This design comes from an exercise in tuning for small area, a short achievable clock period and few clock cycles on the open sky130 flow, not from production work. In this exercise RTL edits were held to simulation tests only and were not proved equivalent to the original. Power figures rest on the tool's default switching activity, not on a simulated workload.

--- design/flow/run.sh ---
#!/bin/bash
# synth_recipe.tcl (not shown) runs the flow's synth.tcl, then flattens the netlist and writes it again
# the make line also repeats each setting of config.mk as NAME=value (left out here)
make -C /OpenROAD-flow-scripts/flow DESIGN_CONFIG=/design/flow/config.mk WORK_HOME=/design/flow/orfs CLKGATE_MAP_FILE= SYNTH_SCRIPT=/design/flow/synth_recipe.tcl finish
--- design/flow/design.v ---
`default_nettype none
package pe_pkg;
	typedef logic signed [21-1:0] psum_t;
	typedef logic [$clog2(16)-1:0] psum_idx_t;
endpackage
`default_nettype wire
`timescale 1ns/1ns
`default_nettype none
module pe_fast_add #(
	parameter int W = 21
) (
	input  wire  [W-1:0] a,
	input  wire  [W-1:0] b,
	output logic [W-1:0] s
);
	localparam int L = $clog2(W);
	logic [W-1:0] g [L+1];
	logic [W-1:0] p [L+1];
	assign g[0] = a & b;
	assign p[0] = a ^ b;
	for (genvar k = 0; k < L; k++) begin : g_level
		for (genvar i = 0; i < W; i++) begin : g_bit
			if (i >= (1 << k)) begin : g_op
				assign g[k+1][i] = g[k][i] | (p[k][i] & g[k][i - (1 << k)]);
				assign p[k+1][i] = p[k][i] & p[k][i - (1 << k)];
			end else begin : g_pass
				assign g[k+1][i] = g[k][i];
				assign p[k+1][i] = p[k][i];
			end
		end
	end
	assign s = p[0] ^ {g[L][W-2:0], 1'b0};
endmodule
`default_nettype wire
`timescale 1ns/1ns
`default_nettype none
module pe_top (
	input  wire                          clock,
	input  wire                          reset,
	input  wire                          load_en,
	input  wire                          mac_en,
	output logic                         cal_fin,
	input  wire                          psum_clear,
	input  wire                          psum_enq_en,
	input  wire                          psum_in_valid,
	input  wire pe_pkg::psum_t           psum_in,
	output logic                         psum_in_ready,
	input  wire                          psum_out_ready,
	output logic                         psum_out_valid,
	output pe_pkg::psum_t                psum_out,
	output logic                         psum_acc_fin,
	input  wire                          iact_data_in_valid,
	input  wire  [13-1:0]     iact_data_in,
	output logic                         iact_data_write_fin,
	input  wire                          weight_ptr_in_valid,
	input  wire  [7-1:0]            weight_ptr_in,
	output logic                         weight_ptr_write_fin,
	input  wire                          weight_data_in_valid,
	input  wire  [12-1:0]   weight_data_in,
	output logic                         weight_data_write_fin
);
	localparam int PW   = 21;
	localparam int ROWS = 16 - 1;    
	logic       ia_beat, ia_last, ia_loaded;
	logic [4:0] ia_wr;
	logic       pt_beat, pt_last, pt_loaded;
	logic [4:0] pt_wr;
	logic       wt_beat, wt_last, wt_loaded;
	logic [6:0] wt_wr;
	assign ia_beat = load_en && iact_data_in_valid && !ia_loaded;
	assign ia_last = ia_beat && (iact_data_in[12:5] == 8'd0);
	assign pt_beat = load_en && weight_ptr_in_valid && !pt_loaded;
	assign pt_last = pt_beat && (pt_wr == 5'd31);
	assign wt_beat = load_en && weight_data_in_valid && !wt_loaded;
	assign wt_last = wt_beat && (weight_data_in[11:4] == 8'd0);
	always_ff @(posedge clock) begin
		if (reset) begin
			ia_wr <= '0; ia_loaded <= 1'b0; iact_data_write_fin   <= 1'b0;
			pt_wr <= '0; pt_loaded <= 1'b0; weight_ptr_write_fin  <= 1'b0;
			wt_wr <= '0; wt_loaded <= 1'b0; weight_data_write_fin <= 1'b0;
		end else begin
			iact_data_write_fin   <= ia_last;
			weight_ptr_write_fin  <= pt_last;
			weight_data_write_fin <= wt_last;
			if (!load_en) begin
				ia_wr <= '0; ia_loaded <= 1'b0;
				pt_wr <= '0; pt_loaded <= 1'b0;
				wt_wr <= '0; wt_loaded <= 1'b0;
			end else begin
				if (ia_beat) begin ia_wr <= ia_wr + 1'b1; ia_loaded <= ia_last; end
				if (pt_beat) begin pt_wr <= pt_wr + 1'b1; pt_loaded <= pt_last; end
				if (wt_beat) begin wt_wr <= wt_wr + 1'b1; wt_loaded <= wt_last; end
			end
		end
	end
	logic [4:0]  ia_len;
	logic [31:0] ia_occ;
	always_ff @(posedge clock) begin
		if (ia_beat) begin
			if (ia_last)
				ia_len <= ia_wr;
			if (ia_wr == 5'd0)
				ia_occ <= ia_last ? 32'd0 : (32'd1 << iact_data_in[4:0]);
			else if (!ia_last)
				ia_occ <= ia_occ | (32'd1 << iact_data_in[4:0]);
		end
	end
	logic [12:0] ia_mem [31];
	logic [11:0] we_mem [64];
	logic [11:0] wo_mem [63];
	logic [6:0]  pt_mem [32];
	always_ff @(posedge clock) begin
		if (ia_beat && ia_wr != 5'd31)
			ia_mem[ia_wr] <= iact_data_in;
		if (pt_beat)
			pt_mem[pt_wr] <= weight_ptr_in;
		if (wt_beat && !wt_wr[0])
			we_mem[wt_wr[6:1]] <= weight_data_in;
		if (wt_beat && wt_wr[0] && wt_wr[6:1] != 6'd63)
			wo_mem[wt_wr[6:1]] <= weight_data_in;
	end
	logic ia_act, pt_act, wt_act;
	assign ia_act = (ia_wr != 5'd0) && !ia_loaded;
	assign pt_act = (pt_wr != 5'd0) && !pt_loaded;
	assign wt_act = (wt_wr != 7'd0) && !wt_loaded;
	logic restart_load;
	assign restart_load = (ia_beat && ia_wr == 5'd0) ||
	                      (pt_beat && pt_wr == 5'd0) ||
	                      (wt_beat && wt_wr == 7'd0);
	logic        spec;          
	logic        mac_pend;
	logic        restart;
	logic        f_done;
	logic [4:0]  f_idx;
	logic [1:0]  qv;            
	logic [7:0]  q_val [2];
	logic [6:0]  q_j   [2];
	logic [6:0]  q_end [2];
	logic        cv;            
	logic [7:0]  c_val;
	logic [6:0]  c_j, c_end;
	logic        a_v0, a_v1;    
	logic [7:0]  a_val;
	logic [11:0] a_w0, a_w1;
	logic        b_v0, b_v1;    
	logic signed [15:0] b_p0, b_p1;
	logic [3:0]  b_r0, b_r1;
	logic        b_same;        
	logic [PW-1:0] breg [ROWS];
	logic       draining;
	logic [3:0] drain_idx, drain_nidx;
	logic [PW-1:0] preg [ROWS];
	logic        eng_done, commit, restore, kill;
	assign restart = restart_load || (mac_en && (!spec || commit)) || (psum_clear && spec && !commit);
	assign kill    = psum_enq_en && spec && !commit;
	assign restore = spec && !commit && (restart || psum_enq_en);
	logic sweep_load;
	assign sweep_load = (pt_beat && pt_wr == 5'd0) || (wt_beat && wt_wr == 7'd0) ||
	                    pt_act || wt_act;
	logic        swp;
	logic [4:0]  sc, pos;
	logic [30:0] s_m, s_rest;
	logic [4:0]  s_pi, s_nc;
	logic        s_any, s_multi, s_hi;
	logic [31:0] s_occ_hi;
	always_comb begin
		for (int i = 0; i < 31; i++)
			s_m[i] = (ia_mem[i][4:0] == sc) && (5'(i) < ia_len) && (5'(i) >= pos);
		s_pi = '0;
		for (int i = 30; i >= 0; i--)
			if (s_m[i]) s_pi = 5'(i);
		s_any = |s_m;
		s_rest = s_m;
		s_rest[s_pi] = 1'b0;
		s_multi = |s_rest;
		for (int c = 0; c < 32; c++)
			s_occ_hi[c] = ia_occ[c] && (5'(c) > sc);
		s_nc = '0;
		for (int c = 31; c >= 0; c--)
			if (s_occ_hi[c]) s_nc = 5'(c);
		s_hi = |s_occ_hi;
	end
	logic [4:0]  f_i, f_col, f_ocol;
	logic [7:0]  f_val;
	logic [6:0]  f_start, f_end;
	logic        f_avail, f_col_ok, f_room, f_go, s_go, f_push, f_term;
	assign f_i      = swp ? s_pi : f_idx;
	assign f_val    = (f_i == 5'd31) ? 8'd0 : ia_mem[f_i][12:5];
	assign f_ocol   = (f_idx == 5'd31) ? 5'd0 : ia_mem[f_idx][4:0];
	assign f_term   = (f_idx == 5'd31) || (ia_mem[f_idx][12:5] == 8'd0);
	assign f_col    = swp ? sc : f_ocol;
	assign f_start  = (f_col == 5'd0) ? 7'd0 : pt_mem[f_col - 1'b1];
	assign f_end    = pt_mem[f_col];
	assign f_avail  = !ia_act || (f_idx < ia_wr);
	assign f_col_ok = !pt_act || (f_col < pt_wr);
	assign f_room   = !qv[1];
	assign f_go     = spec && !swp && !f_done && f_room && f_avail;
	assign s_go     = spec && swp && !f_done && f_room && !ia_act && f_col_ok;
	assign f_push   = (f_go && !f_term && f_col_ok || s_go && s_any) && (f_start != f_end);
	logic [5:0]  e_addr, o_addr;
	logic [11:0] e_w, o_w;
	logic        ok0, ok1, issue, fin, take;
	logic [6:0]  j1, j2, nj;
	assign j1     = c_j + 7'd1;
	assign j2     = c_j + 7'd2;
	assign e_addr = j1[6:1];
	assign o_addr = c_j[6:1];
	assign e_w    = we_mem[e_addr];
	assign o_w    = (o_addr == 6'd63) ? 12'd0 : wo_mem[o_addr];
	assign ok0    = !wt_act || (c_j < wt_wr);
	assign ok1    = (j1 != c_end) && (!wt_act || (j1 < wt_wr));
	assign issue  = cv && ok0;
	assign nj     = ok1 ? j2 : j1;
	assign fin    = issue && (ok1 ? (j2 == c_end) : (j1 == c_end));
	assign take   = qv[0] && (!cv || fin);
	logic signed [7:0]  m_a, m_w0, m_w1;
	assign m_a  = a_val;
	assign m_w0 = a_w0[11:4];
	assign m_w1 = a_w1[11:4];
	assign eng_done = f_done && !qv[0] && !cv && !a_v0 && !a_v1 && !b_v0 && !b_v1;
	assign commit   = mac_pend && eng_done;
	assign cal_fin  = commit;
	always_ff @(posedge clock) begin
		if (reset || kill) begin
			spec      <= 1'b0;
			mac_pend  <= 1'b0;
			f_done    <= 1'b1;
			f_idx     <= '0;
			qv        <= '0;
			cv        <= 1'b0;
			a_v0      <= 1'b0;
			a_v1      <= 1'b0;
			b_v0      <= 1'b0;
			b_v1      <= 1'b0;
		end else if (restart) begin
			spec      <= 1'b1;
			mac_pend  <= mac_en;
			f_done    <= 1'b0;
			f_idx     <= '0;
			qv        <= '0;
			cv        <= 1'b0;
			a_v0      <= 1'b0;
			a_v1      <= 1'b0;
			b_v0      <= 1'b0;
			b_v1      <= 1'b0;
			swp       <= sweep_load;
			sc        <= '0;
			pos       <= '0;
		end else begin
			if (mac_en)
				mac_pend <= 1'b1;
			else if (commit) begin
				mac_pend <= 1'b0;
				spec     <= 1'b0;
			end
			if (f_go) begin
				if (f_term)
					f_done <= 1'b1;
				else if (f_col_ok)
					f_idx <= f_idx + 1'b1;
			end
			if (s_go) begin
				if (s_any)
					pos <= s_pi + 1'b1;
				if (!s_any || !s_multi || f_start == f_end) begin
					pos <= '0;
					sc  <= s_nc;
					if (!s_hi)
						f_done <= 1'b1;
				end
			end
			if (take) begin
				if (qv[1]) begin
					q_val[0] <= q_val[1]; q_j[0] <= q_j[1]; q_end[0] <= q_end[1];
				end else if (f_push) begin
					q_val[0] <= f_val; q_j[0] <= f_start; q_end[0] <= f_end;
				end
				qv <= {1'b0, qv[1] || f_push};
			end else if (f_push) begin
				if (qv[0]) begin
					q_val[1] <= f_val; q_j[1] <= f_start; q_end[1] <= f_end;
					qv[1] <= 1'b1;
				end else begin
					q_val[0] <= f_val; q_j[0] <= f_start; q_end[0] <= f_end;
					qv[0] <= 1'b1;
				end
			end
			if (!cv || fin) begin
				cv    <= qv[0];
				c_val <= q_val[0];
				c_j   <= q_j[0];
				c_end <= q_end[0];
			end else if (issue) begin
				c_j <= nj;
			end
			a_v0  <= issue && (c_j[0] ? o_w[3:0] : e_w[3:0]) != 4'hf;
			a_v1  <= issue && ok1 && (c_j[0] ? e_w[3:0] : o_w[3:0]) != 4'hf;
			a_val <= c_val;
			a_w0  <= c_j[0] ? o_w : e_w;
			a_w1  <= c_j[0] ? e_w : o_w;
			b_v0   <= a_v0;
			b_v1   <= a_v1;
			b_same <= a_w0[3:0] == a_w1[3:0];
			b_p0   <= m_a * m_w0;
			b_p1   <= m_a * m_w1;
			b_r0   <= a_w0[3:0];
			b_r1   <= a_w1[3:0];
		end
	end
	logic [PW-1:0] acc0, acc1, p0x, p1x;
	logic          w1_same;
	assign w1_same = b_v1 && b_same;
	assign p0x  = b_v0 ? {{(PW-16){b_p0[15]}}, b_p0} : '0;
	assign p1x  = {{(PW-16){b_p1[15]}}, b_p1};
	logic [3:0]    rd0_idx;
	logic [PW-1:0] rd0;
	assign rd0_idx = draining ? drain_nidx : b_r0;
	assign rd0  = (rd0_idx == 4'hf) ? '0 : preg[rd0_idx];
	assign acc0 = rd0 + p0x + (w1_same ? p1x : '0);
	assign acc1 = preg[b_r1] + p1x;
	always_ff @(posedge clock) begin
		for (int r = 0; r < ROWS; r++) begin
			if (reset || psum_clear)
				preg[r] <= '0;
			else if (restore)
				preg[r] <= breg[r];
			else if ((b_v0 || w1_same) && b_r0 == 4'(r))
				preg[r] <= acc0;
			else if (b_v1 && b_r1 == 4'(r))
				preg[r] <= acc1;
		end
	end
	always_ff @(posedge clock) begin
		for (int r = 0; r < ROWS; r++) begin
			if (psum_clear)
				breg[r] <= '0;
			else if (restart && !restore)
				breg[r] <= preg[r];
		end
	end
	logic       xfer;
	logic [PW-1:0] drain_data;
	assign drain_nidx     = drain_idx + 1'b1;
	assign psum_out_valid = draining && psum_in_valid;
	assign psum_in_ready  = draining && psum_out_ready;
	pe_fast_add #(.W(PW)) i_drain_add (.a(drain_data), .b(psum_in), .s(psum_out));
	assign xfer           = draining && psum_in_valid && psum_out_ready;
	assign psum_acc_fin   = xfer && (drain_idx == 4'hf);
	always_ff @(posedge clock) begin
		if (psum_enq_en)
			drain_data <= restore ? breg[0] : preg[0];
		else if (xfer)
			drain_data <= rd0;
	end
	always_ff @(posedge clock) begin
		if (reset) begin
			draining  <= 1'b0;
			drain_idx <= '0;
		end else if (psum_enq_en) begin
			draining  <= 1'b1;
			drain_idx <= '0;
		end else if (xfer) begin
			drain_idx <= drain_idx + 1'b1;
			if (psum_acc_fin)
				draining <= 1'b0;
		end
	end
endmodule
`default_nettype wire
--- design/flow/constraint.sdc ---
create_clock -name core_clock -period 8.0 [get_ports {clock}]
set_input_delay 1.6000 -clock core_clock [delete_from_list [all_inputs] [get_ports {clock}]]
set_output_delay 1.6000 -clock core_clock [all_outputs]
set_load 0.01 [all_outputs]
--- design/flow/config.mk ---
export PLATFORM = sky130hd
export DESIGN_NAME = pe_top
export DESIGN_NICKNAME = pe_top
export VERILOG_FILES = /design/flow/design.v
export SDC_FILE = /design/flow/constraint.sdc
export NUM_CORES = 4
export LEC_CHECK = 0
export CAP_MARGIN = 20
export CORE_MARGIN = 2
export CORE_UTILIZATION = 40
export PLACE_DENSITY = 0.5
export SETUP_SLACK_MARGIN = 2.5
export SLEW_MARGIN = 20
export SYNTH_HIERARCHICAL = 1
export SYNTH_MINIMUM_KEEP_SIZE = 0
==> flow_summary_export.csv <==
group,metric,value,unit
outcome,status,"no timing/DRC/antenna violations",
placed_design,dp.cells,15500,
drt,drt_wl_total,524,mm
global_routing,grt_pass1_vias,99400,
worst_setup_path,worst_r2r_startpoint,"drain_idx[2]",
global_routing,globalRouteOverflowTotal,0,
worst_setup_path,crit_type,"reg2reg",
synthesis,ys_seq_elements,3055,
pwr,power_density,243,nW/µm²
drt,drt_first_pass_iters,9,
synthesis,synth_nets,11300,
synthesis,yosys_most_used_dff,"edfxtp_1",
sta,final_max_slew_viol_count,0,
drt,drtAntennaViolNets,0,
synthesis,ys_types,122,
synthesis,synth_edf_count,2371,
global_routing,grtUsageTotal,28.5,%
pwr,p_comb_share,17.7,%
floorplan,core,352000,µm²
clock_tree,clock_path_buffers,4,
worst_setup_path,path_max_fanout,7,
clock_tree,h-tree-depth,5,
worst_setup_path,end_kind,"flop",
clock_tree,cts_root_buf,"clkbuf_16",
clock_tree,clock_latency,970,ps
clock_tree,numCtsBuffers,340,
clock_tree,cts.clk_slew.worst_paths,60,ps
synthesis,synth_common_cells,"2,371 x edfxtp_1, 1,606 x nand2_1, 847 x a21oi_1",
sta,worstMarginPinSlew,1240,ps
synthesis,synth_cells,11000,
placed_design,numPortBuffers,91,
sta,setup_viol,0,
worst_setup_path,startpoint_type,"flop",
floorplan,die_h,598,µm
layout,nNetsFinal,11800,
hold_path,hold_start,"q_end[0][3]",
floorplan,die-area,358000,µm²
synthesis,ys_top_cells_by_area,"edfxtp_1 50%, dfxtp_1 9.7%, mux4_2 9.5%, nand2_1 4.3%, a21oi_1 3.0%",
worst_setup_path,startpoint,"drain_idx[2]",
global_routing,antenna_found_initial,21,
drt,drt_iter0_markers,13000,
pwr,switching_share,28.6,%
clock_tree,cts_tree,"done",
drt,wl_per_cell,31.8,µm
sta,min_period,5780,ps
hold_path,hold_path.class,"reg2reg",
pwr,power.switching,11.6,mW
synthesis,synth_warnings,15,
layout,area_delta_synth_final,18.4,%
synthesis,synthArstFlopShare,0,%
sta,skew,50.5,ps
sta,hold_viol_final,0,
floorplan,io_pins,92,
placed_design,hpwl,330,mm
sta,fmax,0.173,GHz
synthesis,synth_seq_area_share,60.1,%
pwr,pwr-share-seq,43.8,%
clock_tree,cts_sinks,3055,
sta,hold_ws,420,ps
pwr,clkPwrFrac,38.5,%
synthesis,synthMostInstantiatedCell,"edfxtp_1",
layout,fill_cells,30900,
global_routing,grt_pass1_wl,739,mm
worst_setup_path,required,8890,ps
worst_setup_path,cp.arrival,6670,ps
sta,post-route-period-util,72.3,%
layout,layout-drive-gt1-share,22.2,%
global_routing,grt_max_degree,189,
pwr,internal_power,29.0,mW
synthesis,netlist_area,141000,µm²
floorplan,start_util,40.1,%
synthesis,synth_area_per_cell,12.9,µm²
pwr,vdd_drop_max,0.192,mV
sta,max-slew-margin-rel,17.2,%
pwr,power_leakage,56.3,nW
floorplan,rows,218,
floorplan,fp.dieW,598,µm
synthesis,yosysTopAreaCellShare,50.4,%
sta,tns,0,ps
drt,via_count,102000,
sta,rsz0062_at_grt,"true",
drt,viasPerCell,6.16,
placed_design,place_congestion,0.951,
drt,drcViolationCount,0,
synthesis,yosys.area.top_type,"edfxtp_1",
flow_run,maxCapViolations,0,
layout,fin_cells,16500,
==> layout by cell type, fill, tap and decap left out, types with 55 or more instances in the layout <==
cell type	n
edfxtp_1	2371
nand2_1	1562
a21oi_1	783
dfxtp_1	672
buf_4	629
mux4_2	596
nor2_1	465
clkbuf_16	350
o21ai_0	348
inv_1	269
nand3_1	233
a221oi_1	180
a22oi_1	172
xnor2_1	161
ha_1	140
fa_1	130
o211ai_1	129
mux2i_1	127
and2_1	116
xor2_1	108
buf_6	105
nor3_1	93
nand4_1	88
nor2_2	87
clkbuf_1	67
clkinv_1	64
buf_12	58
clkinv_2	56
and3_1	55
==> worst paths after layout <==
check | slack, ps | end | depth (start not counted)
setup reg to reg | 2220 | preg[0][19] | 25
hold reg to reg | 420 | c_end[3] | 0
setup / recovery | 2220 | preg[0][19] | 25
hold / removal | 420 | c_end[3] | 0
==> logic make-up (layout without fill, tap and decap cells) <==
logic type,count (synthesis),in the layout,share of synthesized area [%]
AOI/OAI and AO/OA,2395,2396,11.2
xor gates and xnor gates,300,301,1.86
adders and majority gates,295,295,3.32
buffers and inverters,1050,1803,2.95
DFF,3055,3055,60.1
muxes,779,779,10.8
other,0,13,0
and+or+nand+nor,3113,3116,9.75
==> what timing repair did <==
action                                  4_1_cts  5_1_grt
endpoints found under the setup margin      333      419
gates resized for setup                     431      326
gates cloned                                 19        6
hold buffers                                  0        0
pin swaps                                   189      171
setup buffers                               247      115
==> state kept, by name, summed over array words and instances (netlist names), 21 cells and up, named ones only <==
register	flops
breg	315
drain_data	21
ia_mem	416
ia_occ	31
preg	315
pt_mem	224
we_mem	768
wo_mem	756
==> per-layer routing <==
metal	track usage [%]	part of all wire, %	routed length (µm)	vias up
li1	-	-	-	43000
met5	0	0.061	320	-
met3	5.73	8.7	45400	1540
met1	37.7	40	209000	51800
met4	13.9	5.8	30400	18
met2	44.8	46	239000	5316
==> power groups by stage <==
stage	logic [mW]	clock network [mW]	registers, mW
finish	7.20	15.6	17.8
global route	7.67	16.4	17.8
CTS	6.86	15.9	17.7
detailed placement	6.36	0	18.1
global placement	6.29	0	18.1
floorplan	4.03	0	17.9
==> layout make-up <==
type                    instances  area [µm²]  share of cell area, %
diodes                         13        32.5                 0.0194
clock buffers                 425        9070                   5.42
clock inverters               190        1900                   1.14
inverters                     284        1080                  0.647
multi-input cells            6887       55800                   33.4
flip-flops and latches       3055       84900                   50.7
well taps                    4730        5920                   3.54
repair buffers                904        8590                   5.13
==> worst max-delay path: stages, from the launching register on <==
cell and delay, ps:
dfxtp_4 390, nand3_4 80, xor2_1 160, nand2_1 110
o21ai_2 90, buf_6 160, nand2b_4 170, nor2_2 70
buf_12 150, buf_4 180, buf_4 200, buf_4 200
a221oi_1 320, nand3_1 270, o221ai_1 780, fa_1 520
inv_1 70, ha_1 530, o21ai_0 260, a21oi_1 200
xor2_1 160, buf_4 170, buf_8 150, buf_4 120
nand2_2 40, a31oi_1 160
==> through the flow <==
stage / utilization, % / total power, mW / cell area, µm² / worst slack (ps)
floorplan: - / 21.9 / 142000 / 2230
global placement: 42.4 / 24.4 / 149000 / 877
detailed placement: 42.5 / 24.5 / 150000 / 787
CTS: 46.8 / 40.5 / 165000 / 2250
global route: 47.5 / 41.9 / 167000 / 2200
finish: 47.5 / 40.6 / 167000 / 2220
Testbench counts, summed over its fixed seeds: cycles 13,138.

==> static timing again, ports no longer ideal <==
Ports are ideal in the flow. The routed layout listed here was re-timed in OpenROAD. Step 1 assumes that a clkbuf_16 drives the clock port and a buf_2 every other input. Step 2 moves the port delays by t, midway between the first and last clock arrival at a register: inputs arrive t later, outputs are due t later. That takes back most of the time a late clock gives input paths. Three values: ideal, step 1, step 2; two values: the first two.
t (ns): 1.042
setup WS [ns]: 2.218 / 2.218 / 1.538
hold slack, ns: 0.420 / 0.420 / 0.420
latest minus earliest clock arrival (ns): 0.058 / 0.058
worst register clock-pin slew, ns: 0.07 / 0.07
After both steps setup and hold are still met in this run. For this run, drivers alone change the setup slack by 0.000 ns; drivers and shift together by -0.680 ns.
